This design comes from an exercise in tuning for small area on the open sky130 flow, not from production work. At most, simulation tests tie the RTL to the original design; equivalence was not proved. Power and IR drop assume default switching activity.

== main ==
## strassenTop
module strassenTop (
    input  wire logic                                clk,
    input  wire logic                                reset,
    input  wire logic                                start,
    input  wire logic [3:0]                          mode,
    input  wire logic                                memWrite,
    input  wire logic                                memSelB,
    input  wire logic [strassenPkg::idxWidth-1:0]    memRow,
    input  wire logic [strassenPkg::idxWidth-1:0]    memCol,
    input  wire strassenPkg::elemT                   memData,
    input  wire logic [strassenPkg::addrWidth-1:0]   resultAddr,
    output logic                                     done,
    output strassenPkg::stateT                       state,
    output strassenPkg::resultT                      resultOut
);
==> module strassenControl, before the edit <==
module strassenControl (
    input  wire logic          clk,
    input  wire logic          reset,
    input  wire logic          start,
    input  wire logic [3:0]    mode,
    output logic               done,
    output logic               inBrute,      
    output strassenPkg::stateT state
);
    strassenPkg::stateT nextState;
    always_ff @(posedge clk or posedge reset) begin
        if (reset) state <= strassenPkg::stIdle;
        else       state <= nextState;
    end
    always_comb begin
        nextState = state;
        case (state)
            strassenPkg::stIdle:  if (start) nextState = strassenPkg::stCheck;
            strassenPkg::stCheck: begin
                if (mode == strassenPkg::modeBrute)
                    nextState = strassenPkg::stSel2;
                else if (mode == strassenPkg::modeStrassen)
                    nextState = strassenPkg::stSel4;
            end
            strassenPkg::stSel2:  nextState = strassenPkg::stBrute;
            strassenPkg::stBrute: nextState = strassenPkg::stLoadC;
            strassenPkg::stSel4:  nextState = strassenPkg::stSlice;
            strassenPkg::stSlice: nextState = strassenPkg::stCalc1;
            strassenPkg::stCalc1: nextState = strassenPkg::stCalc2;
            strassenPkg::stCalc2: nextState = strassenPkg::stComb1;
            strassenPkg::stComb1: nextState = strassenPkg::stComb2;
            strassenPkg::stComb2: nextState = strassenPkg::stLoadC;
            strassenPkg::stLoadC: nextState = strassenPkg::stDone;
            strassenPkg::stDone:  nextState = strassenPkg::stIdle;
            default:              nextState = strassenPkg::stIdle;
        endcase
    end
    assign inBrute = (state == strassenPkg::stBrute);
    assign done   = (state == strassenPkg::stDone);
endmodule
==> module matrixMemory, before the edit <==
module matrixMemory (
    input  wire logic                               clk,
    input  wire logic                               reset,
    input  wire logic                               memWrite,
    input  wire logic                               memSelB,     
    input  wire logic [strassenPkg::idxWidth-1:0]   memRow,
    input  wire logic [strassenPkg::idxWidth-1:0]   memCol,
    input  wire strassenPkg::elemT                  memData,
    input  wire strassenPkg::stateT                 state,
    input  wire logic                               inBrute,
    output logic [strassenPkg::matDim-1:0][strassenPkg::matDim-1:0][strassenPkg::elemWidth-1:0] visA,
    output logic [strassenPkg::matDim-1:0][strassenPkg::matDim-1:0][strassenPkg::elemWidth-1:0] visB,
    output logic                                    visValid,    
    output logic                                    vis2         
);
    logic [strassenPkg::matDim-1:0][strassenPkg::matDim-1:0][strassenPkg::elemWidth-1:0] memA, memB;
    logic [strassenPkg::matDim-1:0][strassenPkg::matDim-1:0][strassenPkg::elemWidth-1:0] snapA, snapB;
    logic snap2;
    always_ff @(posedge clk) snap2 <= inBrute;
    logic [strassenPkg::matDim-1:0][strassenPkg::matDim-1:0] weA, weB;
    always_comb begin
        for (int i = 0; i < strassenPkg::matDim; i++) begin
            for (int j = 0; j < strassenPkg::matDim; j++) begin
                weA[i][j] = memWrite && !memSelB && memRow == i && memCol == j;
                weB[i][j] = memWrite &&  memSelB && memRow == i && memCol == j;
            end
        end
    end
    always_ff @(posedge clk) begin
        for (int i = 0; i < strassenPkg::matDim; i++) begin
            for (int j = 0; j < strassenPkg::matDim; j++) begin
                if (weA[i][j]) memA[i][j] <= memData;
                if (weB[i][j]) memB[i][j] <= memData;
            end
        end
    end
    logic [3:0] ldSnapQ, ldVisQ;
    for (genvar q = 0; q < 4; q++) begin : g_ld
        strassenLoadDecode i_ld (.state(state), .ldSnap(ldSnapQ[q]), .ldVis(ldVisQ[q]));
    end
    always_ff @(posedge clk) begin
        for (int i = 0; i < strassenPkg::matDim; i++) begin
            if (ldSnapQ[i / 2])     snapA[i] <= memA[i];
            if (ldSnapQ[2 + i / 2]) snapB[i] <= memB[i];
            if (ldVisQ[i / 2])      visA[i]  <= snapA[i];
            if (ldVisQ[2 + i / 2])  visB[i]  <= snapB[i];
        end
        if (ldVisQ[0]) vis2 <= snap2;
    end
    always_ff @(posedge clk or posedge reset) begin
        if (reset)      visValid <= 1'b0;
        else if (ldVisQ[0]) visValid <= 1'b1;
    end
endmodule
==> module strassenLoadDecode, before the edit <==
module strassenLoadDecode (
    input  wire strassenPkg::stateT state,
    output logic                    ldSnap,
    output logic                    ldVis
);
    assign ldSnap = (state == strassenPkg::stSel2) || (state == strassenPkg::stSel4);
    assign ldVis  = (state == strassenPkg::stLoadC);
endmodule
==> module strassenTop, before the edit <==
module strassenTop (
    input  wire logic                                clk,
    input  wire logic                                reset,
    input  wire logic                                start,
    input  wire logic [3:0]                          mode,
    input  wire logic                                memWrite,
    input  wire logic                                memSelB,
    input  wire logic [strassenPkg::idxWidth-1:0]    memRow,
    input  wire logic [strassenPkg::idxWidth-1:0]    memCol,
    input  wire strassenPkg::elemT                   memData,
    input  wire logic [strassenPkg::addrWidth-1:0]   resultAddr,
    output logic                                     done,
    output strassenPkg::stateT                       state,
    output strassenPkg::resultT                      resultOut
);
    logic inBrute, visValid, vis2;
    logic [strassenPkg::matDim-1:0][strassenPkg::matDim-1:0][strassenPkg::elemWidth-1:0] visA, visB;
    strassenControl i_strassenControl (
        .clk    (clk),
        .reset  (reset),
        .start  (start),
        .mode   (mode),
        .done   (done),
        .inBrute (inBrute),
        .state  (state)
    );
    matrixMemory i_matrixMemory (
        .clk      (clk),
        .reset    (reset),
        .memWrite (memWrite),
        .memSelB  (memSelB),
        .memRow   (memRow),
        .memCol   (memCol),
        .memData  (memData),
        .state    (state),
        .inBrute  (inBrute),
        .visA     (visA),
        .visB     (visB),
        .visValid (visValid),
        .vis2     (vis2)
    );
    strassenDatapath i_strassenDatapath (
        .visA       (visA),
        .visB       (visB),
        .visValid   (visValid),
        .vis2       (vis2),
        .resultAddr (resultAddr),
        .resultOut  (resultOut)
    );
endmodule
export LEC_CHECK = 0
export CAP_MARGIN = 0
export CORE_MARGIN = 2
export CORE_UTILIZATION = 60
export GPL_TIMING_DRIVEN = 0
export SLEW_MARGIN = 0
export SYNTH_HIERARCHICAL = 1
create_clock -name core_clock -period 10.0 [get_ports {clk}]
standard.sh (not shown) runs the stock make flow with config.mk's settings and CLKGATE_MAP_FILE= SYNTH_SCRIPT=/design/flow/synth_recipe.tcl, a recipe that flattens the netlist after the stock synthesis.
==> flow/flow/run.sh <==
#!/bin/bash
# Standard layout, with two changes: the clock tree uses larger sink clusters and no
# dummy loads, and the port buffers are the smallest buffer cell.
set -euo pipefail
CTS="-sink_clustering_enable -repair_clock_nets -dont_use_dummy_load"
CTS="$CTS -sink_clustering_size ${FLOW_CTS_SIZE:-20} -sink_clustering_max_diameter ${FLOW_CTS_DIAM:-120}"
CTS="$CTS -buf_list sky130_fd_sc_hd__clkbuf_8"
bash standard.sh "CTS_ARGS=$CTS" "BUFFER_PORTS_ARGS=-buffer_cell sky130_fd_sc_hd__buf_1" finish > standard.log 2>&1
Here is what was changed in the inputs of the feature branch compared with main.
--- a/flow/design.v
+++ b/flow/design.v
@@ -253,13 +253,15 @@
 module strassenControl (
     input  wire logic          clk,
     input  wire logic          reset,
     input  wire logic          start,
     input  wire logic [3:0]    mode,
     output logic               done,
-    output logic               inBrute,      
+    output logic               ldSnap,       
+    output logic               ldVis,        
+    output logic               sel2,         
     output strassenPkg::stateT state
 );
     strassenPkg::stateT nextState;
     always_ff @(posedge clk or posedge reset) begin
         if (reset) state <= strassenPkg::stIdle;
         else       state <= nextState;
@@ -284,13 +286,15 @@
             strassenPkg::stComb2: nextState = strassenPkg::stLoadC;
             strassenPkg::stLoadC: nextState = strassenPkg::stDone;
             strassenPkg::stDone:  nextState = strassenPkg::stIdle;
             default:              nextState = strassenPkg::stIdle;
         endcase
     end
-    assign inBrute = (state == strassenPkg::stBrute);
+    assign sel2   = (state == strassenPkg::stSel2);
+    assign ldSnap = (state == strassenPkg::stSel2) || (state == strassenPkg::stSel4);
+    assign ldVis  = (state == strassenPkg::stLoadC);
     assign done   = (state == strassenPkg::stDone);
 endmodule
 `default_nettype wire
 `timescale 1ns/1ns
 `default_nettype none
 module matrixMemory (
@@ -298,23 +302,23 @@
     input  wire logic                               reset,
     input  wire logic                               memWrite,
     input  wire logic                               memSelB,     
     input  wire logic [strassenPkg::idxWidth-1:0]   memRow,
     input  wire logic [strassenPkg::idxWidth-1:0]   memCol,
     input  wire strassenPkg::elemT                  memData,
-    input  wire strassenPkg::stateT                 state,
-    input  wire logic                               inBrute,
+    input  wire logic                               ldSnap,
+    input  wire logic                               ldVis,
+    input  wire logic                               sel2,
     output logic [strassenPkg::matDim-1:0][strassenPkg::matDim-1:0][strassenPkg::elemWidth-1:0] visA,
     output logic [strassenPkg::matDim-1:0][strassenPkg::matDim-1:0][strassenPkg::elemWidth-1:0] visB,
     output logic                                    visValid,    
     output logic                                    vis2         
 );
     logic [strassenPkg::matDim-1:0][strassenPkg::matDim-1:0][strassenPkg::elemWidth-1:0] memA, memB;
     logic [strassenPkg::matDim-1:0][strassenPkg::matDim-1:0][strassenPkg::elemWidth-1:0] snapA, snapB;
     logic snap2;
-    always_ff @(posedge clk) snap2 <= inBrute;
     logic [strassenPkg::matDim-1:0][strassenPkg::matDim-1:0] weA, weB;
     always_comb begin
         for (int i = 0; i < strassenPkg::matDim; i++) begin
             for (int j = 0; j < strassenPkg::matDim; j++) begin
                 weA[i][j] = memWrite && !memSelB && memRow == i && memCol == j;
                 weB[i][j] = memWrite &&  memSelB && memRow == i && memCol == j;
@@ -326,38 +330,31 @@
             for (int j = 0; j < strassenPkg::matDim; j++) begin
                 if (weA[i][j]) memA[i][j] <= memData;
                 if (weB[i][j]) memB[i][j] <= memData;
             end
         end
     end
-    logic [3:0] ldSnapQ, ldVisQ;
-    for (genvar q = 0; q < 4; q++) begin : g_ld
-        strassenLoadDecode i_ld (.state(state), .ldSnap(ldSnapQ[q]), .ldVis(ldVisQ[q]));
+    always_ff @(posedge clk) begin
+        if (ldSnap) begin
+            snapA <= memA;
+            snapB <= memB;
+            snap2 <= sel2;
+        end
     end
     always_ff @(posedge clk) begin
-        for (int i = 0; i < strassenPkg::matDim; i++) begin
-            if (ldSnapQ[i / 2])     snapA[i] <= memA[i];
-            if (ldSnapQ[2 + i / 2]) snapB[i] <= memB[i];
-            if (ldVisQ[i / 2])      visA[i]  <= snapA[i];
-            if (ldVisQ[2 + i / 2])  visB[i]  <= snapB[i];
+        if (ldVis) begin
+            visA <= snapA;
+            visB <= snapB;
+            vis2 <= snap2;
         end
-        if (ldVisQ[0]) vis2 <= snap2;
     end
     always_ff @(posedge clk or posedge reset) begin
         if (reset)      visValid <= 1'b0;
-        else if (ldVisQ[0]) visValid <= 1'b1;
+        else if (ldVis) visValid <= 1'b1;
     end
 endmodule
-module strassenLoadDecode (
-    input  wire strassenPkg::stateT state,
-    output logic                    ldSnap,
-    output logic                    ldVis
-);
-    assign ldSnap = (state == strassenPkg::stSel2) || (state == strassenPkg::stSel4);
-    assign ldVis  = (state == strassenPkg::stLoadC);
-endmodule
 `default_nettype wire
 `timescale 1ns/1ns
 `default_nettype none
 module strassenTop (
     input  wire logic                                clk,
     input  wire logic                                reset,
@@ -370,33 +367,36 @@
     input  wire strassenPkg::elemT                   memData,
     input  wire logic [strassenPkg::addrWidth-1:0]   resultAddr,
     output logic                                     done,
     output strassenPkg::stateT                       state,
     output strassenPkg::resultT                      resultOut
 );
-    logic inBrute, visValid, vis2;
+    logic ldSnap, ldVis, sel2, visValid, vis2;
     logic [strassenPkg::matDim-1:0][strassenPkg::matDim-1:0][strassenPkg::elemWidth-1:0] visA, visB;
     strassenControl i_strassenControl (
         .clk    (clk),
         .reset  (reset),
         .start  (start),
         .mode   (mode),
         .done   (done),
-        .inBrute (inBrute),
+        .ldSnap (ldSnap),
+        .ldVis  (ldVis),
+        .sel2   (sel2),
         .state  (state)
     );
     matrixMemory i_matrixMemory (
         .clk      (clk),
         .reset    (reset),
         .memWrite (memWrite),
         .memSelB  (memSelB),
         .memRow   (memRow),
         .memCol   (memCol),
         .memData  (memData),
-        .state    (state),
-        .inBrute  (inBrute),
+        .ldSnap   (ldSnap),
+        .ldVis    (ldVis),
+        .sel2     (sel2),
         .visA     (visA),
         .visB     (visB),
         .visValid (visValid),
         .vis2     (vis2)
     );
     strassenDatapath i_strassenDatapath (
==> results.txt <==
Comparing the feature branch and main, the higher synthesized-area fraction occupied by and/or/nand/nor cells was measured on main.
On setup clock skew after layout, the feature branch and main are basically level.
Lower peak supply drop was reported by the feature branch, not main.
Mean number of vias per cell for the feature branch: about 1.1% down relative to main
Compare the feature branch and main | area after synthesis higher: main
Any difference in core occupancy in the finished layout between main and the feature branch is small enough to ignore.
Summary of the feature branch over main: final worst slack essentially unchanged; combinational share of power went up 3.0 points; post-route cell area has decreased; power of the combinational group went up by about 20%; total power rose 0.11 mW.
The feature branch: hold slack 0.0038 ns below main
No functional check of the RTL was part of main.

separate check: timing with driven ports:
The flow's constraints put no driver on any port. The routed layouts listed below were extracted and timed again, unchanged, in two steps. Step 1, drivers: a clkbuf_16 drives clk and a buf_2 each remaining input, both assumed. Step 2 also shifts input and output timing later by t, the mid clock arrival at the registers, as if the neighbouring blocks saw the same clock. Slacks: ideal ports / drivers / drivers and shift; pairs: ideal ports / drivers.
run | t (ns) | slack for setup (ns) | worst setup path at the end | latest minus earliest clock arrival (ns)
main | 0.578 | 0.202 / 0.170 / 0.170 | input to output | 0.043 / 0.042
the feature branch | 0.593 | 0.205 / 0.180 / 0.180 | input to output | 0.044 / 0.045
After both steps every run listed still meets setup and hold. The setup slack of main, which loses most, moves by -0.032 ns with the drivers and by -0.032 ns with both steps.
